Context: an optimization exercise on an open-source flow, tuned for small area, a short achievable clock period and few clock cycles. The choices shown serve that exercise and are no tape-out recipe. In this exercise RTL edits were held to simulation tests only and were not proved equivalent to the original. No activity file was given, so power comes from the tool's default toggle rates.

==> flow/design.v <==
    localparam [19:0] POS_CAP  = 20'hFFFFF;
    localparam [15:0] LINE_CAP = 16'hFFFF;
    localparam [5:0] K_LPAREN  = 6'd0;
    localparam [5:0] K_RPAREN  = 6'd1;
    localparam [5:0] K_LBRACE  = 6'd2;
    localparam [5:0] K_RBRACE  = 6'd3;
    localparam [5:0] K_COMMA   = 6'd4;
    localparam [5:0] K_DOT     = 6'd5;
    localparam [5:0] K_MINUS   = 6'd6;
    localparam [5:0] K_PLUS    = 6'd7;
    localparam [5:0] K_SEMI    = 6'd8;
    localparam [5:0] K_SLASH   = 6'd9;
    localparam [5:0] K_STAR    = 6'd10;
    localparam [5:0] K_BANG    = 6'd11;
    localparam [5:0] K_EQUAL   = 6'd13;
    localparam [5:0] K_GREATER = 6'd15;
    localparam [5:0] K_LESS    = 6'd17;
    localparam [5:0] K_IDENT   = 6'd19;
    localparam [5:0] K_STRING  = 6'd20;
    localparam [5:0] K_NUMBER  = 6'd21;
    localparam [5:0] K_KW_BASE = 6'd22;
    localparam [5:0] K_END     = 6'd38;
    localparam [5:0] K_ERROR   = 6'd39;
    localparam [3:0] S_IDLE    = 4'd0;
    localparam [3:0] S_OP      = 4'd1;
    localparam [3:0] S_SLASH   = 4'd2;
    localparam [3:0] S_COMMENT = 4'd3;
    localparam [3:0] S_STR     = 4'd4;
    localparam [3:0] S_IDENT   = 4'd5;
    localparam [3:0] S_INT     = 4'd6;
    localparam [3:0] S_INTDOT  = 4'd7;
    localparam [3:0] S_FRAC    = 4'd8;
    function automatic is_digit(input [7:0] c);
        is_digit = (c >= 8'h30) && (c <= 8'h39);
    endfunction
    function automatic is_alpha(input [7:0] c);
        is_alpha = ((c >= 8'h61) && (c <= 8'h7A)) || ((c >= 8'h41) && (c <= 8'h5A)) ||
                   (c == 8'h5F);
    endfunction
    function automatic [5:0] paired_kind(input [5:0] k);
        case (k[2:0])
            3'd3:    paired_kind = 6'd12;
            3'd5:    paired_kind = 6'd14;
            3'd7:    paired_kind = 6'd16;
            default: paired_kind = 6'd18;
        endcase
    endfunction
    function automatic [5:0] single_kind(input [7:0] c);
        case (c)
            "(": single_kind = K_LPAREN;
            ")": single_kind = K_RPAREN;
            "{": single_kind = K_LBRACE;
            "}": single_kind = K_RBRACE;
            ",": single_kind = K_COMMA;
            ".": single_kind = K_DOT;
            "-": single_kind = K_MINUS;
            "+": single_kind = K_PLUS;
            ";": single_kind = K_SEMI;
            default: single_kind = K_STAR;
        endcase
    endfunction
    function automatic is_single(input [7:0] c);
        case (c)
            "(", ")", "{", "}", ",", ".", "-", "+", ";", "*": is_single = 1'b1;
            default: is_single = 1'b0;
        endcase
    endfunction
    function automatic [5:0] op_kind(input [7:0] c);
        case (c)
            "=":     op_kind = K_EQUAL;
            ">":     op_kind = K_GREATER;
            "<":     op_kind = K_LESS;
            default: op_kind = K_BANG;
        endcase
    endfunction
    localparam KW_W = 7;
    function automatic [6:0] kw_first(input [7:0] c);
        case (c)
            "a": kw_first = {3'd1, 4'd0};
            "c": kw_first = {3'd1, 4'd1};
            "e": kw_first = {3'd1, 4'd2};
            "f": kw_first = {3'd1, 4'd3};
            "i": kw_first = {3'd1, 4'd6};
            "n": kw_first = {3'd1, 4'd7};
            "o": kw_first = {3'd1, 4'd8};
            "p": kw_first = {3'd1, 4'd9};
            "r": kw_first = {3'd1, 4'd10};
            "s": kw_first = {3'd1, 4'd11};
            "t": kw_first = {3'd1, 4'd12};
            "v": kw_first = {3'd1, 4'd14};
            "w": kw_first = {3'd1, 4'd15};
            default: kw_first = 7'd0;
        endcase
    endfunction
    function automatic [6:0] kw_step(input [6:0] s, input [7:0] c);
        kw_step = 7'd0;
        case (s)
            {3'd1, 4'd0}: case (c)
                "n": kw_step = {3'd2, 4'd0};
                default: ;
            endcase
            {3'd2, 4'd0}: case (c)
                "d": kw_step = {3'd3, 4'd0};
                default: ;
            endcase
            {3'd1, 4'd1}: case (c)
                "l": kw_step = {3'd2, 4'd1};
                default: ;
            endcase
            {3'd2, 4'd1}: case (c)
                "a": kw_step = {3'd3, 4'd1};
                default: ;
            endcase
            {3'd3, 4'd1}: case (c)
                "s": kw_step = {3'd4, 4'd1};
                default: ;
            endcase
            {3'd4, 4'd1}: case (c)
                "s": kw_step = {3'd5, 4'd1};
                default: ;
            endcase
            {3'd1, 4'd2}: case (c)
                "l": kw_step = {3'd2, 4'd2};
                default: ;
            endcase
            {3'd2, 4'd2}: case (c)
                "s": kw_step = {3'd3, 4'd2};
                default: ;
            endcase
            {3'd3, 4'd2}: case (c)
                "e": kw_step = {3'd4, 4'd2};
                default: ;
            endcase
            {3'd1, 4'd3}: case (c)
                "a": kw_step = {3'd2, 4'd3};
                "o": kw_step = {3'd2, 4'd5};
                "u": kw_step = {3'd2, 4'd4};
                default: ;
            endcase
            {3'd2, 4'd3}: case (c)
                "l": kw_step = {3'd3, 4'd3};
                default: ;
            endcase
            {3'd3, 4'd3}: case (c)
                "s": kw_step = {3'd4, 4'd3};
                default: ;
            endcase
            {3'd4, 4'd3}: case (c)
                "e": kw_step = {3'd5, 4'd3};
                default: ;
            endcase
            {3'd2, 4'd4}: case (c)
                "n": kw_step = {3'd3, 4'd4};
                default: ;
            endcase
            {3'd2, 4'd5}: case (c)
                "r": kw_step = {3'd3, 4'd5};
                default: ;
            endcase
            {3'd1, 4'd6}: case (c)
                "f": kw_step = {3'd2, 4'd6};
                default: ;
            endcase
            {3'd1, 4'd7}: case (c)
                "i": kw_step = {3'd2, 4'd7};
                default: ;
            endcase
            {3'd2, 4'd7}: case (c)
                "l": kw_step = {3'd3, 4'd7};
                default: ;
            endcase
            {3'd1, 4'd8}: case (c)
                "r": kw_step = {3'd2, 4'd8};
                default: ;
            endcase
            {3'd1, 4'd9}: case (c)
                "r": kw_step = {3'd2, 4'd9};
                default: ;
            endcase
            {3'd2, 4'd9}: case (c)
                "i": kw_step = {3'd3, 4'd9};
                default: ;
            endcase
            {3'd3, 4'd9}: case (c)
                "n": kw_step = {3'd4, 4'd9};
                default: ;
            endcase
            {3'd4, 4'd9}: case (c)
                "t": kw_step = {3'd5, 4'd9};
                default: ;
            endcase
            {3'd1, 4'd10}: case (c)
                "e": kw_step = {3'd2, 4'd10};
                default: ;
            endcase
            {3'd2, 4'd10}: case (c)
                "t": kw_step = {3'd3, 4'd10};
                default: ;
            endcase
            {3'd3, 4'd10}: case (c)
                "u": kw_step = {3'd4, 4'd10};
                default: ;
            endcase
            {3'd4, 4'd10}: case (c)
                "r": kw_step = {3'd5, 4'd10};
                default: ;
            endcase
            {3'd5, 4'd10}: case (c)
                "n": kw_step = {3'd6, 4'd10};
                default: ;
            endcase
            {3'd1, 4'd11}: case (c)
                "u": kw_step = {3'd2, 4'd11};
                default: ;
            endcase
            {3'd2, 4'd11}: case (c)
                "p": kw_step = {3'd3, 4'd11};
                default: ;
            endcase
            {3'd3, 4'd11}: case (c)
                "e": kw_step = {3'd4, 4'd11};
                default: ;
            endcase
            {3'd4, 4'd11}: case (c)
                "r": kw_step = {3'd5, 4'd11};
                default: ;
            endcase
            {3'd1, 4'd12}: case (c)
                "h": kw_step = {3'd2, 4'd12};
                "r": kw_step = {3'd2, 4'd13};
                default: ;
            endcase
            {3'd2, 4'd12}: case (c)
                "i": kw_step = {3'd3, 4'd12};
                default: ;
            endcase
            {3'd3, 4'd12}: case (c)
                "s": kw_step = {3'd4, 4'd12};
                default: ;
            endcase
            {3'd2, 4'd13}: case (c)
                "u": kw_step = {3'd3, 4'd13};
                default: ;
            endcase
            {3'd3, 4'd13}: case (c)
                "e": kw_step = {3'd4, 4'd13};
                default: ;
            endcase
            {3'd1, 4'd14}: case (c)
                "a": kw_step = {3'd2, 4'd14};
                default: ;
            endcase
            {3'd2, 4'd14}: case (c)
                "r": kw_step = {3'd3, 4'd14};
                default: ;
            endcase
            {3'd1, 4'd15}: case (c)
                "h": kw_step = {3'd2, 4'd15};
                default: ;
            endcase
            {3'd2, 4'd15}: case (c)
                "i": kw_step = {3'd3, 4'd15};
                default: ;
            endcase
            {3'd3, 4'd15}: case (c)
                "l": kw_step = {3'd4, 4'd15};
                default: ;
            endcase
            {3'd4, 4'd15}: case (c)
                "e": kw_step = {3'd5, 4'd15};
                default: ;
            endcase
            default: ;
        endcase
    endfunction
    function automatic [5:0] kw_kind(input [6:0] s);
        case (s)
            {3'd3, 4'd0}: kw_kind = 6'd22;
            {3'd5, 4'd1}: kw_kind = 6'd23;
            {3'd4, 4'd2}: kw_kind = 6'd24;
            {3'd5, 4'd3}: kw_kind = 6'd25;
            {3'd3, 4'd4}: kw_kind = 6'd26;
            {3'd3, 4'd5}: kw_kind = 6'd27;
            {3'd2, 4'd6}: kw_kind = 6'd28;
            {3'd3, 4'd7}: kw_kind = 6'd29;
            {3'd2, 4'd8}: kw_kind = 6'd30;
            {3'd5, 4'd9}: kw_kind = 6'd31;
            {3'd6, 4'd10}: kw_kind = 6'd32;
            {3'd5, 4'd11}: kw_kind = 6'd33;
            {3'd4, 4'd12}: kw_kind = 6'd34;
            {3'd4, 4'd13}: kw_kind = 6'd35;
            {3'd3, 4'd14}: kw_kind = 6'd36;
            {3'd5, 4'd15}: kw_kind = 6'd37;
            default: kw_kind = 6'd19;
        endcase
    endfunction
`timescale 1ns / 1ps
module script_lexer_tokenizer_unit (
    input  logic        i_clk,
    input  logic        i_rst_n,
    input  logic        i_byte_valid,
    output logic        o_byte_ready,
    input  logic [7:0]  i_byte_ch,
    input  logic        i_byte_final,
    output logic        o_tok_valid,
    input  logic        i_tok_ready,
    output logic [5:0]  o_tok_kind,
    output logic [19:0] o_tok_start,
    output logic [19:0] o_tok_len,
    output logic [15:0] o_tok_line,
    output logic [15:0] o_tok_col,
    output logic [7:0]  o_tok_bad,
    output logic        o_tok_last
);
    localparam [19:0] POS_CAP  = 20'hFFFFF;
    localparam [15:0] LINE_CAP = 16'hFFFF;
    localparam [5:0] K_LPAREN  = 6'd0;
    localparam [5:0] K_RPAREN  = 6'd1;
    localparam [5:0] K_LBRACE  = 6'd2;
    localparam [5:0] K_RBRACE  = 6'd3;
    localparam [5:0] K_COMMA   = 6'd4;
    localparam [5:0] K_DOT     = 6'd5;
    localparam [5:0] K_MINUS   = 6'd6;
    localparam [5:0] K_PLUS    = 6'd7;
    localparam [5:0] K_SEMI    = 6'd8;
    localparam [5:0] K_SLASH   = 6'd9;
    localparam [5:0] K_STAR    = 6'd10;
    localparam [5:0] K_BANG    = 6'd11;
    localparam [5:0] K_EQUAL   = 6'd13;
    localparam [5:0] K_GREATER = 6'd15;
    localparam [5:0] K_LESS    = 6'd17;
    localparam [5:0] K_IDENT   = 6'd19;
    localparam [5:0] K_STRING  = 6'd20;
    localparam [5:0] K_NUMBER  = 6'd21;
    localparam [5:0] K_KW_BASE = 6'd22;
    localparam [5:0] K_END     = 6'd38;
    localparam [5:0] K_ERROR   = 6'd39;
    localparam [3:0] S_IDLE    = 4'd0;
    localparam [3:0] S_OP      = 4'd1;
    localparam [3:0] S_SLASH   = 4'd2;
    localparam [3:0] S_COMMENT = 4'd3;
    localparam [3:0] S_STR     = 4'd4;
    localparam [3:0] S_IDENT   = 4'd5;
    localparam [3:0] S_INT     = 4'd6;
    localparam [3:0] S_INTDOT  = 4'd7;
    localparam [3:0] S_FRAC    = 4'd8;
    function automatic is_digit(input [7:0] c);
        is_digit = (c >= 8'h30) && (c <= 8'h39);
    endfunction
    function automatic is_alpha(input [7:0] c);
        is_alpha = ((c >= 8'h61) && (c <= 8'h7A)) || ((c >= 8'h41) && (c <= 8'h5A)) ||
                   (c == 8'h5F);
    endfunction
    function automatic [5:0] paired_kind(input [5:0] k);
        case (k[2:0])
            3'd3:    paired_kind = 6'd12;
            3'd5:    paired_kind = 6'd14;
            3'd7:    paired_kind = 6'd16;
            default: paired_kind = 6'd18;
        endcase
    endfunction
    function automatic [5:0] single_kind(input [7:0] c);
        case (c)
            "(": single_kind = K_LPAREN;
            ")": single_kind = K_RPAREN;
            "{": single_kind = K_LBRACE;
            "}": single_kind = K_RBRACE;
            ",": single_kind = K_COMMA;
            ".": single_kind = K_DOT;
            "-": single_kind = K_MINUS;
            "+": single_kind = K_PLUS;
            ";": single_kind = K_SEMI;
            default: single_kind = K_STAR;
        endcase
    endfunction
    function automatic is_single(input [7:0] c);
        case (c)
            "(", ")", "{", "}", ",", ".", "-", "+", ";", "*": is_single = 1'b1;
            default: is_single = 1'b0;
        endcase
    endfunction
    function automatic [5:0] op_kind(input [7:0] c);
        case (c)
            "=":     op_kind = K_EQUAL;
            ">":     op_kind = K_GREATER;
            "<":     op_kind = K_LESS;
            default: op_kind = K_BANG;
        endcase
    endfunction
    localparam KW_W = 7;
    function automatic [6:0] kw_first(input [7:0] c);
        case (c)
            "a": kw_first = {3'd1, 4'd0};
            "c": kw_first = {3'd1, 4'd1};
            "e": kw_first = {3'd1, 4'd2};
            "f": kw_first = {3'd1, 4'd3};
            "i": kw_first = {3'd1, 4'd6};
            "n": kw_first = {3'd1, 4'd7};
            "o": kw_first = {3'd1, 4'd8};
            "p": kw_first = {3'd1, 4'd9};
            "r": kw_first = {3'd1, 4'd10};
            "s": kw_first = {3'd1, 4'd11};
            "t": kw_first = {3'd1, 4'd12};
            "v": kw_first = {3'd1, 4'd14};
            "w": kw_first = {3'd1, 4'd15};
            default: kw_first = 7'd0;
        endcase
    endfunction
    function automatic [6:0] kw_step(input [6:0] s, input [7:0] c);
        kw_step = 7'd0;
        case (s)
            {3'd1, 4'd0}: case (c)
                "n": kw_step = {3'd2, 4'd0};
                default: ;
            endcase
            {3'd2, 4'd0}: case (c)
                "d": kw_step = {3'd3, 4'd0};
                default: ;
            endcase
            {3'd1, 4'd1}: case (c)
                "l": kw_step = {3'd2, 4'd1};
                default: ;
            endcase
            {3'd2, 4'd1}: case (c)
                "a": kw_step = {3'd3, 4'd1};
                default: ;
            endcase
            {3'd3, 4'd1}: case (c)
                "s": kw_step = {3'd4, 4'd1};
                default: ;
            endcase
            {3'd4, 4'd1}: case (c)
                "s": kw_step = {3'd5, 4'd1};
                default: ;
            endcase
            {3'd1, 4'd2}: case (c)
                "l": kw_step = {3'd2, 4'd2};
                default: ;
            endcase
            {3'd2, 4'd2}: case (c)
                "s": kw_step = {3'd3, 4'd2};
                default: ;
            endcase
            {3'd3, 4'd2}: case (c)
                "e": kw_step = {3'd4, 4'd2};
                default: ;
            endcase
            {3'd1, 4'd3}: case (c)
                "a": kw_step = {3'd2, 4'd3};
                "o": kw_step = {3'd2, 4'd5};
                "u": kw_step = {3'd2, 4'd4};
                default: ;
            endcase
            {3'd2, 4'd3}: case (c)
                "l": kw_step = {3'd3, 4'd3};
                default: ;
            endcase
            {3'd3, 4'd3}: case (c)
                "s": kw_step = {3'd4, 4'd3};
                default: ;
            endcase
            {3'd4, 4'd3}: case (c)
                "e": kw_step = {3'd5, 4'd3};
                default: ;
            endcase
            {3'd2, 4'd4}: case (c)
                "n": kw_step = {3'd3, 4'd4};
                default: ;
            endcase
            {3'd2, 4'd5}: case (c)
                "r": kw_step = {3'd3, 4'd5};
                default: ;
            endcase
            {3'd1, 4'd6}: case (c)
                "f": kw_step = {3'd2, 4'd6};
                default: ;
            endcase
            {3'd1, 4'd7}: case (c)
                "i": kw_step = {3'd2, 4'd7};
                default: ;
            endcase
            {3'd2, 4'd7}: case (c)
                "l": kw_step = {3'd3, 4'd7};
                default: ;
            endcase
            {3'd1, 4'd8}: case (c)
                "r": kw_step = {3'd2, 4'd8};
                default: ;
            endcase
            {3'd1, 4'd9}: case (c)
                "r": kw_step = {3'd2, 4'd9};
                default: ;
            endcase
            {3'd2, 4'd9}: case (c)
                "i": kw_step = {3'd3, 4'd9};
                default: ;
            endcase
            {3'd3, 4'd9}: case (c)
                "n": kw_step = {3'd4, 4'd9};
                default: ;
            endcase
            {3'd4, 4'd9}: case (c)
                "t": kw_step = {3'd5, 4'd9};
                default: ;
            endcase
            {3'd1, 4'd10}: case (c)
                "e": kw_step = {3'd2, 4'd10};
                default: ;
            endcase
            {3'd2, 4'd10}: case (c)
                "t": kw_step = {3'd3, 4'd10};
                default: ;
            endcase
            {3'd3, 4'd10}: case (c)
                "u": kw_step = {3'd4, 4'd10};
                default: ;
            endcase
            {3'd4, 4'd10}: case (c)
                "r": kw_step = {3'd5, 4'd10};
                default: ;
            endcase
            {3'd5, 4'd10}: case (c)
                "n": kw_step = {3'd6, 4'd10};
                default: ;
            endcase
            {3'd1, 4'd11}: case (c)
                "u": kw_step = {3'd2, 4'd11};
                default: ;
            endcase
            {3'd2, 4'd11}: case (c)
                "p": kw_step = {3'd3, 4'd11};
                default: ;
            endcase
            {3'd3, 4'd11}: case (c)
                "e": kw_step = {3'd4, 4'd11};
                default: ;
            endcase
            {3'd4, 4'd11}: case (c)
                "r": kw_step = {3'd5, 4'd11};
                default: ;
            endcase
            {3'd1, 4'd12}: case (c)
                "h": kw_step = {3'd2, 4'd12};
                "r": kw_step = {3'd2, 4'd13};
                default: ;
            endcase
            {3'd2, 4'd12}: case (c)
                "i": kw_step = {3'd3, 4'd12};
                default: ;
            endcase
            {3'd3, 4'd12}: case (c)
                "s": kw_step = {3'd4, 4'd12};
                default: ;
            endcase
            {3'd2, 4'd13}: case (c)
                "u": kw_step = {3'd3, 4'd13};
                default: ;
            endcase
            {3'd3, 4'd13}: case (c)
                "e": kw_step = {3'd4, 4'd13};
                default: ;
            endcase
            {3'd1, 4'd14}: case (c)
                "a": kw_step = {3'd2, 4'd14};
                default: ;
            endcase
            {3'd2, 4'd14}: case (c)
                "r": kw_step = {3'd3, 4'd14};
                default: ;
            endcase
            {3'd1, 4'd15}: case (c)
                "h": kw_step = {3'd2, 4'd15};
                default: ;
            endcase
            {3'd2, 4'd15}: case (c)
                "i": kw_step = {3'd3, 4'd15};
                default: ;
            endcase
            {3'd3, 4'd15}: case (c)
                "l": kw_step = {3'd4, 4'd15};
                default: ;
            endcase
            {3'd4, 4'd15}: case (c)
                "e": kw_step = {3'd5, 4'd15};
                default: ;
            endcase
            default: ;
        endcase
    endfunction
    function automatic [5:0] kw_kind(input [6:0] s);
        case (s)
            {3'd3, 4'd0}: kw_kind = 6'd22;
            {3'd5, 4'd1}: kw_kind = 6'd23;
            {3'd4, 4'd2}: kw_kind = 6'd24;
            {3'd5, 4'd3}: kw_kind = 6'd25;
            {3'd3, 4'd4}: kw_kind = 6'd26;
            {3'd3, 4'd5}: kw_kind = 6'd27;
            {3'd2, 4'd6}: kw_kind = 6'd28;
            {3'd3, 4'd7}: kw_kind = 6'd29;
            {3'd2, 4'd8}: kw_kind = 6'd30;
            {3'd5, 4'd9}: kw_kind = 6'd31;
            {3'd6, 4'd10}: kw_kind = 6'd32;
            {3'd5, 4'd11}: kw_kind = 6'd33;
            {3'd4, 4'd12}: kw_kind = 6'd34;
            {3'd4, 4'd13}: kw_kind = 6'd35;
            {3'd3, 4'd14}: kw_kind = 6'd36;
            {3'd5, 4'd15}: kw_kind = 6'd37;
            default: kw_kind = 6'd19;
        endcase
    endfunction
    logic        r_bv, r_fin;
    logic [7:0]  r_ch;
    logic        r_bvb, r_finb;
    logic [7:0]  r_chb;
    logic        r_vout, r_lout;
    logic [3:0]  r_mode, n_mode;
    logic        r_pend, n_pend;     
    logic        r_plast, n_plast;   
    logic        r_post, n_post;     
    logic        r_endp, n_endp;     
    logic [5:0]  r_kind, n_kind;
    logic [KW_W-1:0] r_trie, n_trie;
    logic [19:0] r_tb, r_len, r_pos;
    logic [15:0] r_line, r_col;
    logic        r_errh, n_errh;     
    logic        consume;
    wire [7:0] c        = r_ch;
    wire       c_dig    = is_digit(c);
    wire       c_alp    = is_alpha(c);
    wire       c_aln    = c_dig || c_alp;
    wire       c_single = is_single(c);
    wire       c_op     = (c == "!") || (c == "=") || (c == "<") || (c == ">");
    wire       c_slash  = (c == "/");
    wire       c_quote  = (c == "\"");
    wire       c_nl     = (c == 8'h0A);
    wire       c_ws     = (c == " ") || (c == 8'h0D) || (c == 8'h09);
    wire       c_eq     = (c == "=");
    wire       c_dot    = (c == ".");
    wire       c_err    = !(c_single || c_op || c_slash || c_quote || c_nl || c_ws || c_aln);
    wire        pos_sat  = &r_pos;
    wire        col_sat  = &r_col;
    wire        line_sat = &r_line;
    logic adv, len_adv, line_adv, tb_ld, len_ld, len_v, col_set1, clr;
    logic terminates, closable;
    always_comb begin
        terminates = 1'b0;
        closable   = 1'b1;
        case (r_mode)
            S_OP:     terminates = !c_eq;
            S_SLASH:  terminates = !c_slash;
            S_IDENT:  terminates = !c_aln;
            S_INT:    terminates = !c_dig && !c_dot;
            S_INTDOT: terminates = !c_dig;
            S_FRAC:   terminates = !c_dig;
            default:  closable = 1'b0;
        endcase
    end
    assign o_tok_valid = r_vout;
    assign o_tok_last  = r_lout;
    assign o_tok_kind  = r_kind;
    assign o_tok_start = r_tb;
    assign o_tok_len   = r_len;
    assign o_tok_line  = r_line;
    assign o_tok_col   = r_col;
    assign o_tok_bad   = r_errh ? r_ch : 8'd0;
    wire stall = r_vout && !i_tok_ready;
    always_comb begin
        logic do_idle, hold;
        n_mode = r_mode; n_pend = r_pend; n_plast = r_plast; n_post = r_post;
        n_endp = r_endp; n_kind = r_kind; n_trie = r_trie; n_errh = 1'b0;
        adv = 1'b0; len_adv = 1'b0; line_adv = 1'b0; tb_ld = 1'b0; len_ld = 1'b0;
        len_v = 1'b0; col_set1 = 1'b0; clr = 1'b0;
        consume = 1'b0; do_idle = 1'b0; hold = 1'b0;
        begin
            n_pend = 1'b0; n_plast = 1'b1;
            if (r_endp) begin
                n_endp = 1'b0; n_post = 1'b0; n_mode = S_IDLE;
                clr = 1'b1;
                consume = 1'b1;
            end else if (r_errh) begin
                if (r_fin) n_post = 1'b1;
                else consume = 1'b1;
            end else if (r_post) begin
                if (r_mode == S_INTDOT) begin
                    tb_ld = 1'b1; len_ld = 1'b1; len_v = !pos_sat; adv = 1'b1;
                    n_kind = K_DOT; n_pend = 1'b1; n_plast = 1'b0;
                    n_mode = S_IDLE;
                end else begin
                    tb_ld = 1'b1; len_ld = 1'b1; n_kind = K_END;
                    n_pend = 1'b1; n_plast = 1'b1; n_endp = 1'b1; n_mode = S_IDLE;
                end
            end else if (r_bv) begin
                case (r_mode)
                    S_OP: begin
                        if (c_eq) begin
                            adv = 1'b1; len_adv = 1'b1;
                            n_kind = paired_kind(r_kind); n_pend = 1'b1; n_mode = S_IDLE;
                        end else do_idle = 1'b1;
                    end
                    S_SLASH: begin
                        if (c_slash) begin
                            adv = 1'b1; len_adv = 1'b1; n_mode = S_COMMENT;
                        end else do_idle = 1'b1;
                    end
                    S_COMMENT: begin
                        if (!c_nl) begin
                            adv = 1'b1;
                        end else do_idle = 1'b1;
                    end
                    S_STR: begin
                        if (c_nl) line_adv = 1'b1;
                        adv = 1'b1; len_adv = 1'b1;
                        if (c_quote) begin
                            n_kind = K_STRING; n_pend = 1'b1; n_mode = S_IDLE;
                        end
                    end
                    S_IDENT: begin
                        if (c_aln) begin
                            n_trie = kw_step(r_trie, c); n_kind = kw_kind(n_trie);
                            adv = 1'b1; len_adv = 1'b1;
                        end else do_idle = 1'b1;
                    end
                    S_INT: begin
                        if (c_dig) begin
                            adv = 1'b1; len_adv = 1'b1;
                        end else if (c_dot) n_mode = S_INTDOT;
                        else do_idle = 1'b1;
                    end
                    S_FRAC: begin
                        if (c_dig) begin
                            adv = 1'b1; len_adv = 1'b1;
                        end else do_idle = 1'b1;
                    end
                    S_INTDOT: begin
                        hold = 1'b1;
                        if (c_dig) begin
                            adv = 1'b1; len_adv = 1'b1; n_mode = S_FRAC;
                        end else begin
                            tb_ld = 1'b1; len_ld = 1'b1; len_v = !pos_sat; adv = 1'b1;
                            n_kind = K_DOT; n_pend = 1'b1;
                            n_plast = !r_fin && !c_single && !c_err; n_mode = S_IDLE;
                        end
                    end
                    default: do_idle = 1'b1;
                endcase
                if (do_idle) begin
                    tb_ld = 1'b1; len_ld = 1'b1; len_v = !pos_sat; adv = 1'b1;
                    n_mode = S_IDLE;
                    if (c_single) begin
                        n_kind = single_kind(c); n_pend = 1'b1;
                    end else if (c_op) begin
                        n_kind = op_kind(c); n_mode = S_OP;
                    end else if (c_slash) begin
                        n_kind = K_SLASH; n_mode = S_SLASH;
                    end else if (c_quote) begin
                        n_kind = K_STRING; n_mode = S_STR;
                    end else if (c_nl) begin
                        col_set1 = 1'b1; line_adv = 1'b1;
                    end else if (c_dig) begin
                        n_kind = K_NUMBER; n_mode = S_INT;
                    end else if (c_alp) begin
                        n_trie = kw_first(c); n_kind = K_IDENT; n_mode = S_IDENT;
                    end else if (c_err) begin
                        n_kind = K_ERROR; len_v = 1'b1; n_pend = 1'b1; n_errh = 1'b1;
                        n_plast = !r_fin; hold = 1'b1;
                    end
                end
                if (!hold) begin
                    if (r_fin) begin
                        n_post = 1'b1; n_plast = 1'b0;
                    end else consume = 1'b1;
                end
            end
        end
    end
    wire [19:0] pos_i  = pos_sat ? r_pos : r_pos + 20'd1;
    wire [19:0] len_i  = pos_sat ? r_len : r_len + 20'd1;
    wire [15:0] col_i  = col_sat ? r_col : r_col + 16'd1;
    wire [15:0] line_i = line_sat ? r_line : r_line + 16'd1;
    wire [19:0] n_pos  = clr ? 20'd0 : adv ? pos_i : r_pos;
    wire [15:0] n_col  = clr ? 16'd0 : col_set1 ? 16'd1 : adv ? col_i : r_col;
    wire [15:0] n_line = clr ? 16'd1 : line_adv ? line_i : r_line;
    wire [19:0] n_len  = len_ld ? {19'd0, len_v} : len_adv ? len_i : r_len;
    wire accept = i_byte_valid && !r_bvb;
    wire a_free = !r_bv || consume;             
    wire q_free = stall ? !r_bv : a_free;
    function automatic term_of(input [3:0] m, input [7:0] ch);
        case (m)
            S_OP:     term_of = (ch != "=");
            S_SLASH:  term_of = (ch != "/");
            S_IDENT:  term_of = !(is_digit(ch) || is_alpha(ch));
            S_INT:    term_of = !is_digit(ch) && (ch != ".");
            S_INTDOT: term_of = !is_digit(ch);
            S_FRAC:   term_of = !is_digit(ch);
            default:  term_of = 1'b0;
        endcase
    endfunction
    function automatic tokbyte_of(input [7:0] ch);
        tokbyte_of = is_single(ch) ||
                     !(is_digit(ch) || is_alpha(ch) || (ch == "!") || (ch == "=") ||
                       (ch == "<") || (ch == ">") || (ch == "/") || (ch == "\"") ||
                       (ch == 8'h0A) || (ch == " ") || (ch == 8'h0D) || (ch == 8'h09));
    endfunction
    wire x_closable = (n_mode == S_OP) || (n_mode == S_SLASH) || (n_mode == S_IDENT) ||
                      (n_mode == S_INT) || (n_mode == S_INTDOT) || (n_mode == S_FRAC);
    wire x_close_b  = r_bvb && term_of(n_mode, r_chb);
    wire x_close_i  = accept && term_of(n_mode, i_byte_ch);
    wire x_close    = a_free && (r_bvb ? x_close_b : x_close_i);
    wire x_last_b   = !r_finb && !tokbyte_of(r_chb);
    wire x_last_i   = !i_byte_final && !tokbyte_of(i_byte_ch);
    wire x_last     = x_close && (n_mode != S_INTDOT) && (r_bvb ? x_last_b : x_last_i);
    assign o_byte_ready = !r_bvb;
    always_ff @(posedge i_clk) begin
        if (!i_rst_n) begin
            r_bv <= 1'b0; r_bvb <= 1'b0; r_vout <= 1'b0;
        end else begin
            if (q_free) r_bv <= r_bvb || accept;
            r_bvb <= !q_free && (r_bvb || accept);
            if (!stall) r_vout <= n_pend || x_close || (n_post && x_closable);
        end
    end
    always_ff @(posedge i_clk) begin
        if (q_free) begin
            r_ch  <= r_bvb ? r_chb : i_byte_ch;
            r_fin <= r_bvb ? r_finb : i_byte_final;
        end
        if (accept) begin
            r_chb  <= i_byte_ch;
            r_finb <= i_byte_final;
        end
        if (!stall) r_lout <= n_pend ? n_plast : x_last;
    end
    always_ff @(posedge i_clk) begin
        if (!i_rst_n) begin
            r_mode <= S_IDLE; r_pend <= 1'b0; r_errh <= 1'b0; r_post <= 1'b0; r_endp <= 1'b0;
            r_pos <= '0; r_line <= 16'd1; r_col <= '0;
        end else if (!stall) begin
            r_mode <= n_mode; r_pend <= n_pend; r_errh <= n_errh; r_post <= n_post; r_endp <= n_endp;
            r_pos <= n_pos; r_line <= n_line; r_col <= n_col;
        end
    end
    always_ff @(posedge i_clk) begin
        if (!stall) begin
            r_plast <= n_plast; r_kind <= n_kind; r_trie <= n_trie; r_len <= n_len;
            if (tb_ld) r_tb <= r_pos;
        end
    end
endmodule
==> flow/flow/run.sh <==
#!/bin/bash
# Standard layout (the standard.sh: ORFS synthesis to finish, same clock and
# constraints), with these changes to how the layout is made:
#  - the port buffers that ORFS inserts are plain buffers (buf_1) rather than the
#    delay cell ORFS picks by default; every port still gets its own buffer;
#  - ORFS's timing repair aims for more setup slack than the clock needs;
#  - clock tree: clkbuf_8 buffers, larger sink clusters, no dummy loads.
set -euo pipefail
export SETUP_SLACK_MARGIN=7.25
export BUFFER_PORTS_ARGS="-buffer_cell sky130_fd_sc_hd__buf_1"
export CTS_ARGS="-sink_clustering_enable -repair_clock_nets -buf_list sky130_fd_sc_hd__clkbuf_8 -sink_clustering_size 30 -sink_clustering_max_diameter 100 -dont_use_dummy_load"
bash standard.sh > standard_flow.log 2>&1
==> flow/standard.sh <==
#!/bin/bash
# synth_recipe.tcl (not shown) runs the flow's synth.tcl, then flattens the netlist and writes it again
# the make line also repeats each setting of config.mk as NAME=value (left out here)
make -C /OpenROAD-flow-scripts/flow DESIGN_CONFIG=/design/flow/config.mk WORK_HOME=/design/flow/orfs CLKGATE_MAP_FILE= SYNTH_SCRIPT=/design/flow/synth_recipe.tcl "${@:-finish}"
==> flow/config.mk <==
export PLATFORM = sky130hd
export DESIGN_NAME = script_lexer_tokenizer_unit
export DESIGN_NICKNAME = script_lexer_tokenizer_unit
export VERILOG_FILES = /design/flow/design.v
export SDC_FILE = /design/flow/constraint.sdc
export NUM_CORES = 4
export LEC_CHECK = 0
export ABC_AREA = 1
export CAP_MARGIN = 20
export CORE_MARGIN = 2
export CORE_UTILIZATION = 40
export SLEW_MARGIN = 20
==> flow/constraint.sdc <==
create_clock -name core_clock -period 11.0 [get_ports {i_clk}]
set_input_delay 2.2000 -clock core_clock [delete_from_list [all_inputs] [get_ports {i_clk}]]
set_output_delay 2.2000 -clock core_clock [all_outputs]
set_load 0.01 [all_outputs]
==> flow_summary_export.csv, run 1 <==
group,metric,value,unit
run_status,status,"timing/DRC/antenna clean",
global_route,antenna_found_initial,0,
critical_path,required,11.35,ns
timing,tns,0,ns
timing,final-setup-viol-count,0,
clocking,cts_made_buffers,17,
timing,tightest_slew,0.814,ns
floorplanning,fp-row-count,55,
min_path,min_path_type,"flip-flop to flip-flop",
synthesis,ys.flop_type,"edfxtp_1",
synthesis,synth_top_area_share,23.5,%
synthesis,synth_largest_area_cell,"edfxtp_1",
timing,hold_viol,0,
flow_run,maxCapViolCount,0,
global_route,grt_usage,22.4,%
synthesis,synthTopCellsByCount,"nand2_1 (253), inv_1 (193), nor2_1 (178), o21ai_0 (84)",
min_path,hold_depth,0,
synthesis,synthCells,1332,
timing,relSlewSlack,44.3,%
place,dp.cells,1699,
route,routed_via_density,5.46,
critical_path,path_delay_family,"simple AND/OR/NAND/NOR gates",
clocking,clk_latency,0.45,ns
clocking,clock_path_buffers,2,
floorplanning,die_width,156,µm
clocking,clock_sinks,134,
timing,fmax,274,MHz
synthesis,yosys_warnings,1,
synthesis,synth.most_common_cell,"nand2_1",
global_route,grt_max_degree,23,
route,drt_first_pass_iters,6,
synthesis,syn_nets,1349,
synthesis,synth_area,9200,µm²
power,power.leakage,4.16,nW
route,ant_nets,0,
critical_path,path_buf_inv,4,
timing,rsz0062_at_grt,"yes",
critical_path,r2r_end,"r_len[0]",
synthesis,synthTopCellsByArea,"edfxtp_1 (24%), dfxtp_1 (13%), nand2_1 (10%)",
timing,final_max_slew_viol_count,0,
global_route,grt_overflow_total,0,
route,drt_iter0_markers,660,
global_route,grt_pass1_wl,44.2,mm
critical_path,path_cells,"buf_1 -> nor2_4 -> clkinvlp_4 -> nand2_1 -> nand2_1 -> clkinvlp_4 -> buf_4 -> o21ai_0 -> a21oi_1",
layout,antennaDiodeCount,0,
critical_path,cp_max_fo,10,
clocking,path_clk_slew,0.06,ns
layout,drive_gt1_share,9.46,%
floorplanning,start_util,40.7,%
min_path,worstHoldStart,"r_pos[0]",
floorplanning,dieArea,24200,µm²
power,finalPower,0.00262,W
route,drt_wl_total,27.2,mm
layout,final_cell_count_no_fill,1733,
global_route,grt_pass1_vias,8671,
critical_path,critPathArrivalTime,3.99,ns
layout,fin_nets,1467,
critical_path,cp_slowest_cell,"nand2_1",
layout,syn2layout_area_growth,11.4,%
clocking,cts_tree,"yes",
synthesis,ys_seq_area_share,37.0,%
clocking,h-tree-depth,4,
layout,fillers,2353,
route,via_count,9467,
timing,layout_min_cycle_time,3.64,ns
critical_path,ff2ff_path_depth,16,
synthesis,avgSynthCellArea,6.90,µm²
route,drt-wirelength-per-cell,15.7,µm
synthesis,synth_edf_count,72,
critical_path,end_kind,"flip-flop",
min_path,hold_end,"r_tb[0]",
place,dp_hpwl,20.9,mm
route,route.detailed.drc,0,
place,port_buffers,101,
critical_path,crit-reg2reg-launch,"r_ch[0]",
synthesis,async_reset_ff_share,0,%
synthesis,yosys_register_bits,134,
critical_path,cp-start-kind,"input port",
clocking,cts_root_buf,"clkbuf_8",
power,power.density,255,nW/µm²
place,globalplace.congestion,0.990,
critical_path,r2r_slack,7.53,ns
timing,fin_skew,0.0368,ns
power,peakVddDrop,149,µV
floorplanning,io-pin-count,102,
floorplanning,coreArea,22600,µm²
timing,post-route-period-util,33.1,%
critical_path,critPathKind,"input port to flip-flop",
floorplanning,die_y,156,µm
synthesis,ys_types,63,
critical_path,critPathMaxStageDelay,0.34,ns
timing,whs,0.486,ns
## layout by cell type (no fill, tap or decap), types with 4 or more instances in the layout
master      instances
a21oi_1            82
clkinvlp_4          6
nand2_4             5
o21ai_2             4
a31oi_1            15
nor3_2              6
o211ai_1            9
buf_1             101
xor2_1              7
nor4_1             24
o21bai_1            5
a31o_2              4
nor2_4              9
nor3b_1             6
nor2_2             11
nand2_1           252
buf_4              19
nand4_1            27
inv_2              12
clkinv_1            5
o21ai_1             4
nand2_2            26
edfxtp_1           72
o2111ai_1           4
nor3_1             57
nand3_1            83
inv_1             188
a211oi_1            8
or2_2               6
ha_1                4
nor2_1            177
dfxtp_1            61
clkbuf_8           17
o21ai_0            84
## metal layers
layer,part of all wire (%),global-route usage [%]
met1,45,29.9
met2,47,37.0
met3,5.8,3.44
met4,2.7,7.78
met5,0,0
## worst register-to-register path, stage by stage (launching register included)
cell        delay, ns
edfxtp_1         0.56
nand2_1          0.18
nor2_1           0.25
nand2_1          0.15
nand2_1          0.11
o21ai_2          0.07
nor2_4           0.14
nand2_2          0.23
inv_2            0.26
nand2_2          0.11
inv_1            0.15
o21ai_0          0.14
nand2_1          0.25
clkinvlp_4       0.14
a31oi_1          0.14
nor2_1           0.06
buf_4            0.23
## per-stage QoR
| stage | utilization [%] | instance area (µm²) | setup WS [ns] |
|---|---|---|---|
| after floorplan | - | 9200 | 7.28 |
| after global placement | 43.6 | 9830 | 6.38 |
| after detailed placement | 43.6 | 9830 | 6.28 |
| after CTS | 44.7 | 10100 | 7.27 |
| after global routing | 45.4 | 10200 | 7.19 |
| final | 45.4 | 10200 | 7.36 |
## area by class of cell
class | instances | area (µm²) | share of cell area, %
repair buffers | 120 | 522 | 5.09
inverters | 211 | 813 | 7.94
flip-flops and latches | 134 | 3400 | 33.2
clock buffers | 17 | 234 | 2.28
multi-input cells | 964 | 4900 | 47.9
repair inverters | 2 | 12.5 | 0.122
well taps | 285 | 357 | 3.48
## worst max-delay path by stage
stage	cells after the start	endpoint	start
after floorplan	13	r_pos[18]	i_tok_ready
after global placement	8	r_line[8]	i_tok_ready
after detailed placement	8	r_pos[8]	i_tok_ready
after CTS	3	o_tok_bad[7]	r_errh
after global routing	13	r_line[15]	i_tok_ready
final	9	r_pos[0]	i_tok_ready
## what timing repair did
item,CTS,global route
buffers inserted,0,15
cloned,1,1
endpoints found under the setup margin,54,79
hold buffers,0,0
pin swaps,0,1
gates resized for setup,7,8
## report_power, final
group | leakage [nW] | switching, W | internal [W]
Clock | 0.122 | 0.000167 | 0.000136
Combinational | 2.84 | 0.000968 | 0.000427
Sequential | 1.20 | 0.000155 | 0.000763
## flip-flops by register name, indices dropped and copies added (netlist names)
signal / count
r_vout: 1
r_line: 16
r_len: 20
r_errh: 1
r_kind: 6
r_chb: 8
r_bvb: 1
r_lout: 1
r_finb: 1
r_mode: 4
r_tb: 20
r_post: 1
r_fin: 1
r_pos: 20
r_bv: 1
r_ch: 8
r_trie: 7
r_endp: 1
r_col: 16
## cells by family (layout without fill, tap and decap cells)
kind of cell / count (synthesis) / in the layout / synth area share (%)
xor+xnor: 8 / 8 / 0.762
flops: 134 / 134 / 37.0
compound gates: 254 / 254 / 16.6
fa+ha+maj: 4 / 4 / 0.544
buf+inv: 234 / 350 / 10.1
simple gates: 698 / 698 / 35.0
Testbench counts, summed over its fixed seeds: cycles 22,580.
==> run 2: changes to the inputs <==
--- a/flow/config.mk
+++ b/flow/config.mk
@@ -10,3 +10,4 @@
 export CORE_MARGIN = 2
-export CORE_UTILIZATION = 40
+export CORE_UTILIZATION = 55
+export PLACE_DENSITY = 0.75
 export SLEW_MARGIN = 20
==> run 2 against run 1 <==
Compared with the run above: still clean; clock-buffer cell count unchanged; global-route usage increased by 6.0 points; flip-flop and latch count unchanged; register-to-register slack got worse by 0.05 ns; sequential power decreased by 0.4%; first-iteration DRC count increased by 19%; highest routed layer unchanged.
==> flow_summary_export.csv, run 2 <==
group,metric,value,unit
run_status,status,"timing/DRC/antenna clean",
min_path,worstHoldStart,"r_pos[17]",
clocking,cts_made_buffers,17,
clocking,path_clk_slew,0.06,ns
route,drt-wirelength-per-cell,15.7,µm
critical_path,end_kind,"flip-flop",
place,globalplace.congestion,0.974,
power,power.leakage,4.13,nW
synthesis,syn_nets,1349,
route,drt_iter0_markers,785,
route,route.detailed.drc,0,
global_route,grt_overflow_total,0,
route,routed_via_density,5.73,
synthesis,synth_edf_count,72,
route,drt_wl_total,26.0,mm
timing,final-setup-viol-count,0,
clocking,clock_sinks,134,
global_route,grt_pass1_vias,8676,
synthesis,synthTopCellsByCount,"nand2_1 (253), inv_1 (193), nor2_1 (178), o21ai_0 (84)",
synthesis,ys.flop_type,"edfxtp_1",
layout,drive_gt1_share,9.15,%
synthesis,yosys_warnings,1,
synthesis,yosys_register_bits,134,
timing,post-route-period-util,32.7,%
timing,whs,0.472,ns
timing,tightest_slew,0.777,ns
floorplanning,io-pin-count,102,
power,peakVddDrop,217,µV
critical_path,path_cells,"buf_1 -> nor2_4 -> nor4_2 -> o211ai_2 -> nand2_2 -> inv_2 -> nor2_1 -> inv_2 -> nor2_4 -> nand2_2 -> nor3_2 -> nand2_1 -> nand2_1 -> nor2_1",
global_route,antenna_found_initial,0,
timing,fin_skew,0.0295,ns
synthesis,ys_types,63,
clocking,clk_latency,0.45,ns
clocking,clock_path_buffers,2,
critical_path,required,11.33,ns
floorplanning,start_util,55.9,%
critical_path,critPathMaxStageDelay,0.33,ns
global_route,grt_usage,28.4,%
critical_path,crit-reg2reg-launch,"r_ch[3]",
timing,relSlewSlack,48.0,%
global_route,grt_max_degree,22,
place,port_buffers,101,
critical_path,path_buf_inv,3,
critical_path,critPathArrivalTime,3.93,ns
clocking,ctsHoldBuffers,0,
critical_path,cp_slowest_cell,"nor4_2",
synthesis,synthCells,1332,
critical_path,cp_max_fo,7,
clocking,cts_root_buf,"clkbuf_8",
layout,fin_nets,1462,
floorplanning,fp-row-count,47,
min_path,hold_depth,0,
timing,rsz0062_at_grt,"yes",
flow_run,maxCapViolCount,0,
synthesis,synth_area,9200,µm²
synthesis,synth.most_common_cell,"nand2_1",
critical_path,path_delay_family,"simple AND/OR/NAND/NOR gates",
critical_path,critPathKind,"input port to flip-flop",
critical_path,cp-start-kind,"input port",
min_path,min_path_type,"flip-flop to flip-flop",
synthesis,avgSynthCellArea,6.90,µm²
floorplanning,coreArea,16500,µm²
layout,layout_common_cells,"nand2_1 (251), inv_1 (189), nor2_1 (177)",
global_route,grt_pass1_wl,41.3,mm
timing,hold_viol,0,
place,dp_hpwl,20.0,mm
clocking,h-tree-depth,4,
synthesis,synthTopCellsByArea,"edfxtp_1 (24%), dfxtp_1 (13%), nand2_1 (10%)",
critical_path,ff2ff_path_depth,18,
layout,final_common_cell,"nand2_1",
power,power.density,255,nW/µm²
timing,final_max_slew_viol_count,0,
synthesis,async_reset_ff_share,0,%
layout,syn2layout_area_growth,10.0,%
critical_path,r2r_slack,7.48,ns
route,via_count,9532,
layout,reg.largest.list,"r_len (20), r_pos (20), r_tb (20)",
route,drt_first_pass_iters,6,
timing,tns,0,ns
synthesis,synth_largest_area_cell,"edfxtp_1",
floorplanning,die_width,133,µm
floorplanning,dieArea,17800,µm²
power,finalPower,0.00258,W
clocking,cts_tree,"yes",
min_path,hold_end,"r_tb[17]",
floorplanning,die_y,133,µm
route,ant_nets,0,
synthesis,ys_seq_area_share,37.0,%
synthesis,synth_top_area_share,23.5,%
timing,layout_min_cycle_time,3.60,ns
critical_path,cp.depth,14,
timing,fmax,278,MHz
layout,antennaDiodeCount,0,
critical_path,r2r_end,"r_len[5]",
==> run 2: worst reg2reg max path, stage by stage (launching register included) <==
cell and delay (ns):
edfxtp_1 0.49, buf_4 0.19, inv_2 0.04, nor2_2 0.09
nand2_1 0.10, nor2_2 0.27, inv_2 0.10, o21ai_2 0.16
nor2_4 0.07, nand2_2 0.27, inv_2 0.18, nand2_2 0.13
inv_1 0.11, o21ai_0 0.13, nand2_1 0.24, clkinvlp_4 0.14
a31oi_1 0.04, nor2_1 0.15, buf_4 0.31
==> run 2: layout make-up <==
class	count	area, µm²
fillers	1590	6350
multi-input cells	964	4900
flip-flops and latches	134	3400
inverters	211	810
repair buffers	115	484
well taps	220	275
clock buffers	17	234
repair inverters	2	12.5
==> run 2: kinds of logic after synthesis <==
group / after synthesis / share of synthesized area, %
flip-flops: 134 / 37.0
AND/OR/NAND/NOR: 698 / 35.0
adder cells (fa/ha/maj): 4 / 0.544
buffers and inverters: 234 / 10.1
AO/OA/AOI/OAI: 254 / 16.6
XOR/XNOR: 8 / 0.762
==> run 2: worst max-delay path by stage <==
stage / startpoint / end
5_1_grt: i_tok_ready / r_pos[18]
4_1_cts: r_ch[4] / r_ch[6]
3_3_place_gp: i_tok_ready / r_pos[8]
3_5_place_dp: i_tok_ready / r_line[8]
2_1_floorplan: i_tok_ready / r_pos[18]
6_report: i_tok_ready / r_pos[18]
==> run 2: metrics by stage <==
step / util [%] / std cells / setup slack [ns] / instance area [µm²]
3_5_place_dp: 59.2 / 1634 / 6.37 / 9750
2_1_floorplan: - / 1332 / 7.28 / 9200
6_report: 61.5 / 1663 / 7.40 / 10100
5_1_grt: 61.5 / 1663 / 7.23 / 10100
3_3_place_gp: 59.2 / 1634 / 6.51 / 9750
4_1_cts: 60.7 / 1652 / 7.15 / 10000
==> run 2: repair_timing <==
item	CTS	global route
hold endpoints to repair	0	0
resized for setup	4	10
buffers inserted	0	10
gates cloned	1	1
endpoints found under the setup margin	38	82
==> run 2: routing by layer <==
| metal | GRT usage [%] | up-vias | routed length [µm] |
|---|---|---|---|
| met5 | 0 | - | 0 |
| met4 | 11.2 | 0 | 727 |
| met3 | 5.37 | 64 | 1740 |
| met2 | 47.7 | 377 | 12300 |
| met1 | 36.3 | 4369 | 11200 |
| li1 | - | 4722 | - |
==> run 2: where the power goes <==
part | leakage (nW) | switching, W | total, W | internal (W)
Combinational | 2.81 | 0.000960 | 0.00137 | 0.000410
Sequential | 1.20 | 0.000150 | 0.000914 | 0.000763
Clock | 0.122 | 0.000161 | 0.000297 | 0.000136
Total | 4.13 | 0.00127 | 0.00258 | 0.00131
==> run 3: changes to the inputs <==
--- a/flow/config.mk
+++ b/flow/config.mk
@@ -10,4 +10,4 @@
 export CORE_MARGIN = 2
-export CORE_UTILIZATION = 55
-export PLACE_DENSITY = 0.75
+export CORE_UTILIZATION = 40
+export PLACE_DENSITY = 0.9
 export SLEW_MARGIN = 20
==> run 3 against run 2 <==
Compared with the run above: flip-flop and latch count stayed put; global-route usage is 6.1 points lower; worst setup slack worse by 0.074 ns; clock-buffer cell count stayed put; final cell count is 4.4% higher; sequential share of layout area is 0.48 points lower; critical path type unchanged; highest routed layer unchanged; final area is 1.5% higher; fmax is 2.0% lower.
==> flow_summary_export.csv, run 3 <==
group,metric,value,unit
clocking,clock_path_buffers,2,
critical_path,critPathKind,"input port to flip-flop",
place,port_buffers,101,
layout,syn2layout_area_growth,11.6,%
layout,layout_common_cells,"nand2_1 (251), inv_1 (189), nor2_1 (176)",
clocking,path_clk_slew,0.08,ns
floorplanning,start_util,40.7,%
timing,fmax,272,MHz
floorplanning,fp-row-count,55,
place,dp_slack,6.45,ns
global_route,use_met3,4.81,%
clocking,ctsHoldBuffers,0,
clocking,cts_root_buf,"clkbuf_8",
global_route,grtUsageMet2,36.4,%
route,ant_nets,0,
synthesis,ys_seq_area_share,37.0,%
critical_path,required,11.34,ns
timing,fin_skew,0.0380,ns
critical_path,critPathArrivalTime,4.01,ns
synthesis,synthTopCellsByCount,"nand2_1 (253), inv_1 (193), nor2_1 (178), o21ai_0 (84)",
critical_path,cp_max_fo,7,
min_path,min_path_type,"flip-flop to flip-flop",
synthesis,ys.flop_type,"edfxtp_1",
global_route,grt_overflow_total,0,
critical_path,cp-start-kind,"input port",
power,peakVddDrop,140,µV
floorplanning,die_width,156,µm
floorplanning,die_y,156,µm
clocking,cts_tree,"yes",
route,via_count,9985,
clocking,h-tree-depth,4,
run_status,status,"timing/DRC/antenna clean",
flow_run,maxCapViolCount,0,
synthesis,syn_nets,1349,
route,routed_via_density,5.75,
timing,rsz0062_at_grt,"yes",
layout,fin_nets,1470,
place,globalplace.congestion,0.951,
synthesis,synthTopCellsByArea,"edfxtp_1 (24%), dfxtp_1 (13%), nand2_1 (10%)",
critical_path,path_delay_family,"simple AND/OR/NAND/NOR gates",
critical_path,path_buf_inv,3,
synthesis,synthCells,1332,
critical_path,end_kind,"flip-flop",
route,drt_wl_total,27.8,mm
layout,final_common_cell,"nand2_1",
power,power.leakage,4.17,nW
global_route,gr-usage-met1,28.9,%
place,dp_hpwl,20.7,mm
global_route,antenna_found_initial,0,
global_route,grt_max_degree,24,
floorplanning,coreArea,22600,µm²
critical_path,path_cells,"buf_1 -> nor2_4 -> nor4_2 -> o211ai_2 -> nand2_2 -> inv_2 -> nor2_1 -> inv_2 -> nor2_4 -> nand2_2 -> nor3_2 -> nand2_1 -> nand2_1 -> nor2_1",
layout,reg.largest.list,"r_len (20), r_pos (20), r_tb (20)",
power,power.density,258,nW/µm²
clocking,clk_latency,0.46,ns
timing,relSlewSlack,45.9,%
timing,hold_viol,0,
synthesis,synth_area,9200,µm²
timing,layout_min_cycle_time,3.67,ns
critical_path,cp_slowest_cell,"nor4_2",
synthesis,synth.most_common_cell,"nand2_1",
clocking,clock_sinks,134,
route,drt_first_pass_iters,6,
synthesis,async_reset_ff_share,0,%
timing,final-setup-viol-count,0,
synthesis,synth_top_area_share,23.5,%
timing,setup_slack,7.33,ns
timing,post-route-period-util,33.4,%
synthesis,avgSynthCellArea,6.90,µm²
layout,antennaDiodeCount,0,
timing,tns,0,ns
clocking,cts_made_buffers,17,
global_route,grt_pass1_wl,43.8,mm
global_route,gr-max-usage-layer,"met2",
global_route,grt_usage,22.3,%
layout,fillers,2266,
floorplanning,dieArea,24200,µm²
synthesis,synth_edf_count,72,
critical_path,critPathMaxStageDelay,0.37,ns
synthesis,ys_types,63,
synthesis,yosys_register_bits,134,
global_route,grt_pass1_vias,8825,
route,drt-wirelength-per-cell,16.0,µm
synthesis,synth_largest_area_cell,"edfxtp_1",
floorplanning,io-pin-count,102,
layout,drive_gt1_share,9.92,%
synthesis,yosys_warnings,1,
timing,tightest_slew,0.808,ns
route,drt_iter0_markers,1211,
timing,final_max_slew_viol_count,0,
route,route.detailed.drc,0,
## run 3: cell counts after synthesis
Identical to the previous run, type by type.
## run 3: area by class of cell
type / count / area, µm² / share of cell area [%]
Inverter: 211 / 810 / 7.88
Sequential cell: 134 / 3400 / 33.2
Timing Repair inverter: 4 / 22.5 / 0.219
Timing Repair Buffer: 121 / 532 / 5.18
Multi-Input combinational cell: 964 / 4910 / 47.8
Clock buffer: 17 / 234 / 2.28
Tap cell: 285 / 357 / 3.47
## run 3: path summary, 6_finish.rpt
kind / cells past startpoint / from / endpoint / slack [ns]
setup / recovery: 14 / i_tok_ready / r_pos[18] / 7.33
hold / removal: 2 / r_line[9] / r_line[9] / 0.50
setup reg to reg: 17 / r_ch[4] / r_len[1] / 7.39
hold reg to reg: 2 / r_line[9] / r_line[9] / 0.50
## run 3: tightest hold or removal path, stage by stage, from the launching register on
cell,delay [ns]
dfxtp_1,0.32
inv_1,0.08
a21oi_1,0.06
## run 3: logic make-up (layout without fill, tap and decap cells)
kind of cell | after synthesis | count (layout) | synth area share, %
compound gates | 254 | 254 | 16.6
flops | 134 | 134 | 37.0
xor+xnor | 8 | 8 | 0.762
fa+ha+maj | 4 | 4 | 0.544
buf+inv | 234 | 353 | 10.1
simple gates | 698 | 698 | 35.0
## run 3: stage by stage
stage	hold WS (ns)	power (W)	cells	util (%)	area [µm²]
CTS	0.499	0.00256	1721	44.8	10100
floorplan	0.430	0.00188	1332	-	9200
finish	0.501	0.00265	1736	45.5	10300
global placement	0.465	0.00220	1699	43.6	9830
detailed placement	0.477	0.00223	1699	43.6	9830
global route	0.508	0.00283	1736	45.5	10300
## run 3: repair_timing
| action | 4_1_cts | 5_1_grt |
|---|---|---|
| resized for setup | 6 | 13 |
| gates cloned | 2 | 2 |
| endpoints found under the setup margin | 58 | 89 |
| setup buffers | 3 | 13 |
| pin swaps | 0 | 1 |
## run 3: where the power goes
group	internal [W]	switching, W
Clock	0.000136	0.000169
Combinational	0.000436	0.000991
Sequential	0.000763	0.000152
Total	0.00134	0.00131
## run 3: metal layers
layer / part of all wire [%] / wire [µm] / vias up
li1: - / - / 4747
met4: 3.6 / 1000 / 0
met2: 46 / 12600 / 559
met5: 0 / 0 / -
met3: 8.5 / 2360 / 102
met1: 42 / 11700 / 4577
==> run 4: changes to the inputs <==
--- a/flow/config.mk
+++ b/flow/config.mk
@@ -11,3 +11,3 @@
 export CORE_UTILIZATION = 40
-export PLACE_DENSITY = 0.9
+export PLACE_DENSITY = 0.75
 export SLEW_MARGIN = 20
==> run 4 against run 3 <==
Compared with the run above: non-clock buffer count fell by 4; register-to-register slack improved by 0.06 ns; utilization fell by 0.16 points; clock power barely moved; die area did not move; critical endpoint is now o_tok_bad[3]; highest routed layer unchanged.
==> flow_summary_export.csv, run 4 <==
group,metric,value,unit
floorplanning,start_util,40.7,%
global_route,grt_pass1_wl,43.0,mm
power,power.density,256,nW/µm²
synthesis,synthTopCellsByArea,"edfxtp_1 (24%), dfxtp_1 (13%), nand2_1 (10%)",
global_route,antenna_found_initial,0,
floorplanning,die_y,156,µm
clocking,h-tree-depth,4,
critical_path,ff2ff_path_depth,16,
clocking,cts_made_buffers,17,
layout,final_util,45.3,%
route,drt-wirelength-per-cell,15.6,µm
clocking,path_clk_slew,0.07,ns
min_path,min_path_type,"flip-flop to flip-flop",
route,drt_iter0_markers,781,
critical_path,crit-reg2reg-launch,"r_ch[2]",
critical_path,r2r_slack,7.45,ns
timing,hold_viol,0,
layout,layout_common_cells,"nand2_1 (252), inv_1 (189), nor2_1 (176)",
synthesis,ys_seq_area_share,37.0,%
timing,rsz0062_at_grt,"yes",
timing,final_max_slew_viol_count,0,
timing,tightest_slew,0.876,ns
power,power.leakage,4.15,nW
global_route,grt_pass1_vias,8663,
place,globalplace.congestion,0.992,
timing,whs,0.446,ns
floorplanning,dieArea,24200,µm²
synthesis,async_reset_ff_share,0,%
critical_path,critPathArrivalTime,1.40,ns
critical_path,end_kind,"output pin",
power,intPower,0.00132,W
power,swShare,49.5,%
synthesis,synth_simple_gate_area_share,35.0,%
timing,relSlewSlack,41.1,%
global_route,grt_overflow_total,0,
synthesis,synth-xor-area-share,0.762,%
power,combPwrFrac,53.5,%
critical_path,crit_end,"o_tok_bad[3]",
synthesis,synth_top_family_by_area,"simple AND/OR/NAND/NOR gates",
power,peakVddDrop,117,µV
critical_path,critPathKind,"flip-flop to output pin",
place,dp.cells,1698,
synthesis,synth_top_area_share,23.5,%
synthesis,synth_fa_ha_area_share,0.544,%
floorplanning,io-pin-count,102,
route,route.detailed.drc,0,
layout,reg.largest.list,"r_len (20), r_pos (20), r_tb (20)",
layout,seqCellArea,3400,µm²
clocking,clock_sinks,134,
power,finalPower,0.00262,W
layout,multi_input_area,4910,µm²
timing,final-setup-viol-count,0,
synthesis,synth_compound_area_share,16.6,%
timing,fin_skew,0.0360,ns
layout,drive_gt1_share,9.55,%
power,pwr-share-seq,34.9,%
global_route,grt_usage,21.8,%
synthesis,synth_largest_area_cell,"edfxtp_1",
place,dp_hpwl,20.7,mm
power,power_switching,0.00130,W
flow_run,maxCapViolCount,0,
synthesis,ys.flop_type,"edfxtp_1",
global_route,grt_max_degree,23,
critical_path,cp-start-kind,"flip-flop",
place,port_buffers,101,
synthesis,muxShareOfSynthArea,0,%
synthesis,synthCells,1332,
timing,tns,0,ns
route,routed_via_density,5.55,
critical_path,required,8.80,ns
floorplanning,coreArea,22600,µm²
route,drt_first_pass_iters,6,
clocking,cts_tree,"yes",
clocking,clk_latency,0.45,ns
power,clkPwrFrac,11.6,%
floorplanning,fp-row-count,55,
synthesis,syn_nets,1349,
layout,final_common_cell,"nand2_1",
min_path,worstHoldStart,"r_pos[17]",
critical_path,r2r_end,"r_len[19]",
synthesis,yosys_register_bits,134,
floorplanning,die_width,156,µm
route,ant_nets,0,
synthesis,synthTopCellsByCount,"nand2_1 (253), inv_1 (193), nor2_1 (178), o21ai_0 (84)",
timing,fmax,278,MHz
synthesis,synth.most_common_cell,"nand2_1",
synthesis,avgSynthCellArea,6.90,µm²
clocking,clock_path_buffers,2,
timing,layout_min_cycle_time,3.60,ns
critical_path,cp_max_fo,7,
synthesis,synth_area,9200,µm²
route,drt_wl_total,27.1,mm
critical_path,setup.worst_path.start,"r_ch[3]",
layout,antennaDiodeCount,0,
synthesis,synth_edf_count,72,
clocking,cts_root_buf,"clkbuf_8",
layout,fin_nets,1464,
layout,fillers,2308,
layout,syn2layout_area_growth,11.3,%
synthesis,yosys_warnings,1,
synthesis,ys_types,63,
timing,post-route-period-util,32.7,%
run_status,status,"timing/DRC/antenna clean",
route,via_count,9598,
layout,final_cell_count_no_fill,1730,
-- run 4: changes by cell type in the layout (fill, tap and decap cells not counted), sizes merged --
cell,previous run,this run
buf,119,115
clkinvlp,8,6
-- run 4: worst min-delay path by stage --
stage          endpoint  slack (ns)  cells past startpoint
2_1_floorplan  r_tb[17]        0.43                      0
3_3_place_gp   r_tb[17]        0.46                      0
3_5_place_dp   r_tb[17]        0.46                      0
4_1_cts        r_tb[17]        0.45                      0
5_1_grt        r_tb[17]        0.48                      0
6_report       r_tb[17]        0.45                      0
-- run 4: per-layer routing --
layer  vias to the layer above  wire (µm)  global-route usage, %
met5                         -          0                      0
met4                         0        981                   9.61
met3                        84       2010                   3.81
met2                       444      12200                   35.4
met1                      4328      11800                   28.6
li1                       4742          -                      -
-- run 4: timing repair --
item,4_1_cts,5_1_grt
endpoints found under the setup margin,47,81
hold buffers,0,0
setup buffers,0,13
gates resized for setup,6,12
cloned,1,1
pin swaps,0,1
-- run 4: power groups by stage --
| stage | sequential (W) | combinational [W] | clock [W] |
|---|---|---|---|
| floorplan | 0.000918 | 0.000962 | 0 |
| global placement | 0.000918 | 0.00130 | 0 |
| detailed placement | 0.000922 | 0.00132 | 0 |
| CTS | 0.000912 | 0.00133 | 0.000309 |
| global route | 0.000936 | 0.00156 | 0.000326 |
| finish | 0.000914 | 0.00140 | 0.000304 |
-- run 4: critical path, stage by stage (launching register included) --
cell	delay, ns
edfxtp_1	0.54
buf_4	0.18
nand2_1	0.04
inv_1	0.06
buf_1	0.14
-- run 4: final cells by class --
| cell class | count | share of cell area [%] |
|---|---|---|
| clock buffers | 17 | 2.29 |
| inverters | 211 | 7.91 |
| multi-input cells | 964 | 48.0 |
| flip-flops and latches | 134 | 33.3 |
| well taps | 285 | 3.49 |
| repair buffers | 117 | 4.90 |
| repair inverters | 2 | 0.122 |
-- run 4: logic make-up after synthesis --
kind of cell	Yosys count
AO/OA/AOI/OAI	254
XOR/XNOR	8
adder cells (fa/ha/maj)	4
buffers and inverters	234
flip-flops	134
AND/OR/NAND/NOR	698
-- run 4: per-stage QoR --
stage,area (µm²),worst slack (ns)
after floorplan,9200,7.28
after global placement,9820,6.48
after detailed placement,9820,6.35
after CTS,10100,7.27
after global routing,10200,7.20
final,10200,7.40
==> run 5: changes to the inputs <==
--- a/flow/flow/run.sh
+++ b/flow/flow/run.sh
@@ -8,3 +8,3 @@
 set -euo pipefail
-export SETUP_SLACK_MARGIN=7.25
+export SETUP_SLACK_MARGIN=7.4
 export BUFFER_PORTS_ARGS="-buffer_cell sky130_fd_sc_hd__buf_1"
==> run 5 against run 4 <==
Compared with the run above: critical path depth did not move; sequential share of layout area fell by 0.25 points; still clean; highest routed layer unchanged; area after synthesis did not move; clock skew fell by 0.0024 ns; critical endpoint is now o_tok_bad[1]; utilization rose by 0.38 points; via count rose by 0.29%; flip-flop and latch count did not move; total power rose by 1.2%; largest cell class unchanged; synthesized cell count did not move; non-clock buffer count rose by 4; final area rose by 0.83%.
==> flow_summary_export.csv, run 5 <==
group,metric,value,unit
layout,final_cell_area,10300,µm²
critical_path,cp-start-kind,"flip-flop",
synthesis,yosys_register_bits,134,
timing,final-setup-viol-count,0,
timing,relSlewSlack,46.8,%
clocking,h-tree-depth,4,
power,intPower,0.00134,W
layout,drive_gt1_share,10.4,%
run_status,status,"timing/DRC/antenna clean",
route,route.detailed.drc,0,
global_route,grt_pass1_vias,8685,
clocking,path_clk_slew,0.08,ns
place,port_buffers,101,
clocking,clk_latency,0.45,ns
floorplanning,dieArea,24200,µm²
synthesis,async_reset_ff_share,0,%
layout,syn2layout_area_growth,12.2,%
synthesis,ys.flop_type,"edfxtp_1",
floorplanning,fp-row-count,55,
critical_path,required,8.80,ns
place,globalplace.congestion,0.955,
global_route,grt_usage,22.2,%
synthesis,synthTopCellsByCount,"nand2_1 (253), inv_1 (193), nor2_1 (178), o21ai_0 (84)",
flow_run,maxCapViolCount,0,
synthesis,synthCells,1332,
power,swShare,49.5,%
route,via_count,9626,
power,power.leakage,4.18,nW
global_route,grt_overflow_total,0,
power,power_switching,0.00131,W
route,drt_iter0_markers,956,
clocking,cts_made_buffers,17,
critical_path,critPathArrivalTime,1.32,ns
clocking,clock_sinks,134,
critical_path,path_buf_inv,3,
critical_path,cp_max_fo,6,
synthesis,ys_seq_area_share,37.0,%
synthesis,synth_edf_count,72,
timing,fmax,284,MHz
route,routed_via_density,5.55,
power,power.density,257,nW/µm²
layout,reg.largest.list,"r_len (20), r_pos (20), r_tb (20)",
critical_path,r2r_slack,7.53,ns
timing,layout_min_cycle_time,3.52,ns
layout,final_common_cell,"nand2_1",
synthesis,ys_types,63,
global_route,grt_max_degree,23,
critical_path,path_delay_family,"flip-flops",
global_route,grt_pass1_wl,43.4,mm
clocking,ctsHoldBuffers,0,
timing,tns,0,ns
critical_path,path_cells,"buf_4 -> nand2_1 -> inv_1 -> buf_1",
power,pwr-share-seq,34.4,%
route,drt_wl_total,27.4,mm
critical_path,critPathKind,"flip-flop to output pin",
synthesis,synth_largest_area_cell,"edfxtp_1",
floorplanning,die_width,156,µm
timing,whs,0.475,ns
place,dp_hpwl,20.9,mm
timing,fin_skew,0.0335,ns
synthesis,synth_top_area_share,23.5,%
critical_path,critPathMaxStageDelay,0.49,ns
route,drt-wirelength-per-cell,15.8,µm
synthesis,yosys_warnings,1,
route,drt_first_pass_iters,7,
place,placed_cell_area,9840,µm²
synthesis,synth.most_common_cell,"nand2_1",
place,dp.cells,1699,
power,combPwrFrac,54.1,%
synthesis,avgSynthCellArea,6.90,µm²
min_path,min_path_type,"flip-flop to flip-flop",
-- run 5: worst paths after layout --
kind / start / end / cells past startpoint
worst max-delay path: r_ch[1] / o_tok_bad[1] / 4
worst min-delay path: r_line[9] / r_line[9] / 2
worst max register to register: r_ch[4] / r_len[6] / 17
worst min register to register: r_line[9] / r_line[9] / 2
-- run 5: through the flow --
stage	power, W	worst slack (ns)
global route	0.00286	7.35
detailed placement	0.00225	6.58
global placement	0.00223	6.68
floorplan	0.00188	7.40
CTS	0.00259	7.46
finish	0.00265	7.48
-- run 5: cell families (layout without fill, tap and decap cells) --
| family | Yosys count | count (layout) | synth area share (%) |
|---|---|---|---|
| and+or+nand+nor | 698 | 698 | 35.0 |
| AOI/OAI and AO/OA | 254 | 254 | 16.6 |
| buffers and inverters | 234 | 352 | 10.1 |
| DFF | 134 | 134 | 37.0 |
| xor gates and xnor gates | 8 | 8 | 0.762 |
| adders and majority gates | 4 | 4 | 0.544 |
-- run 5: final cells by class --
type	instances	area [µm²]
Fill cell	2275	12300
Multi-Input combinational cell	964	4950
Sequential cell	134	3410
Inverter	211	811
Timing Repair Buffer	121	534
Tap cell	285	357
Clock buffer	17	234
Timing Repair inverter	3	20.0
-- run 5: routing by layer --
layer / wire length, µm / track usage [%] / share of wire, %
met1: 11800 / 29.3 / 43
met2: 12500 / 35.9 / 46
met3: 2180 / 4.25 / 8.0
met4: 891 / 8.78 / 3.3
met5: 0 / 0 / 0
-- run 5: repair_timing --
| item | 4_1_cts | 5_1_grt |
|---|---|---|
| cloned | 3 | 0 |
| endpoints found under the setup margin | 66 | 68 |
| pin swaps | 0 | 1 |
| buffers inserted | 9 | 7 |
| resized for setup | 9 | 21 |
-- run 5: tightest hold or removal path, stage by stage (launching register included) --
cell     delay [ns]
dfxtp_1        0.31
inv_1          0.06
a21oi_1        0.06
-- run 5: power by group through the flow --
stage	logic, W	registers, W	clock network, W
after floorplan	0.000966	0.000918	0
after global placement	0.00131	0.000923	0
after detailed placement	0.00132	0.000928	0
after CTS	0.00137	0.000912	0.000312
after global routing	0.00159	0.000936	0.000332
final	0.00143	0.000913	0.000304

==> separate check: timing with driven ports <==
In the flow no input, the clock included, has a driving cell. The finished layouts below were timed again as built, in two steps. Step 1, drivers: a clkbuf_16 drives i_clk and a buf_2 each remaining input, both assumed. Step 2 also shifts input and output timing later by t, the mid clock arrival at the registers, as if the neighbouring blocks saw the same clock. a / b / c = ideal / step 1 / step 2; a / b = the first two.
| run | shift t [ns] | setup slack, ns |
|---|---|---|
| run 1 | 0.473 | 7.357 / 7.377 / 6.904 |
| run 2 | 0.473 | 7.403 / 7.421 / 6.949 |
| run 3 | 0.480 | 7.329 / 7.346 / 6.866 |
| run 4 | 0.471 | 7.404 / 7.367 / 6.968 |
| run 5 | 0.469 | 7.476 / 7.437 / 7.096 |
After both steps setup and hold are still met in every run listed.
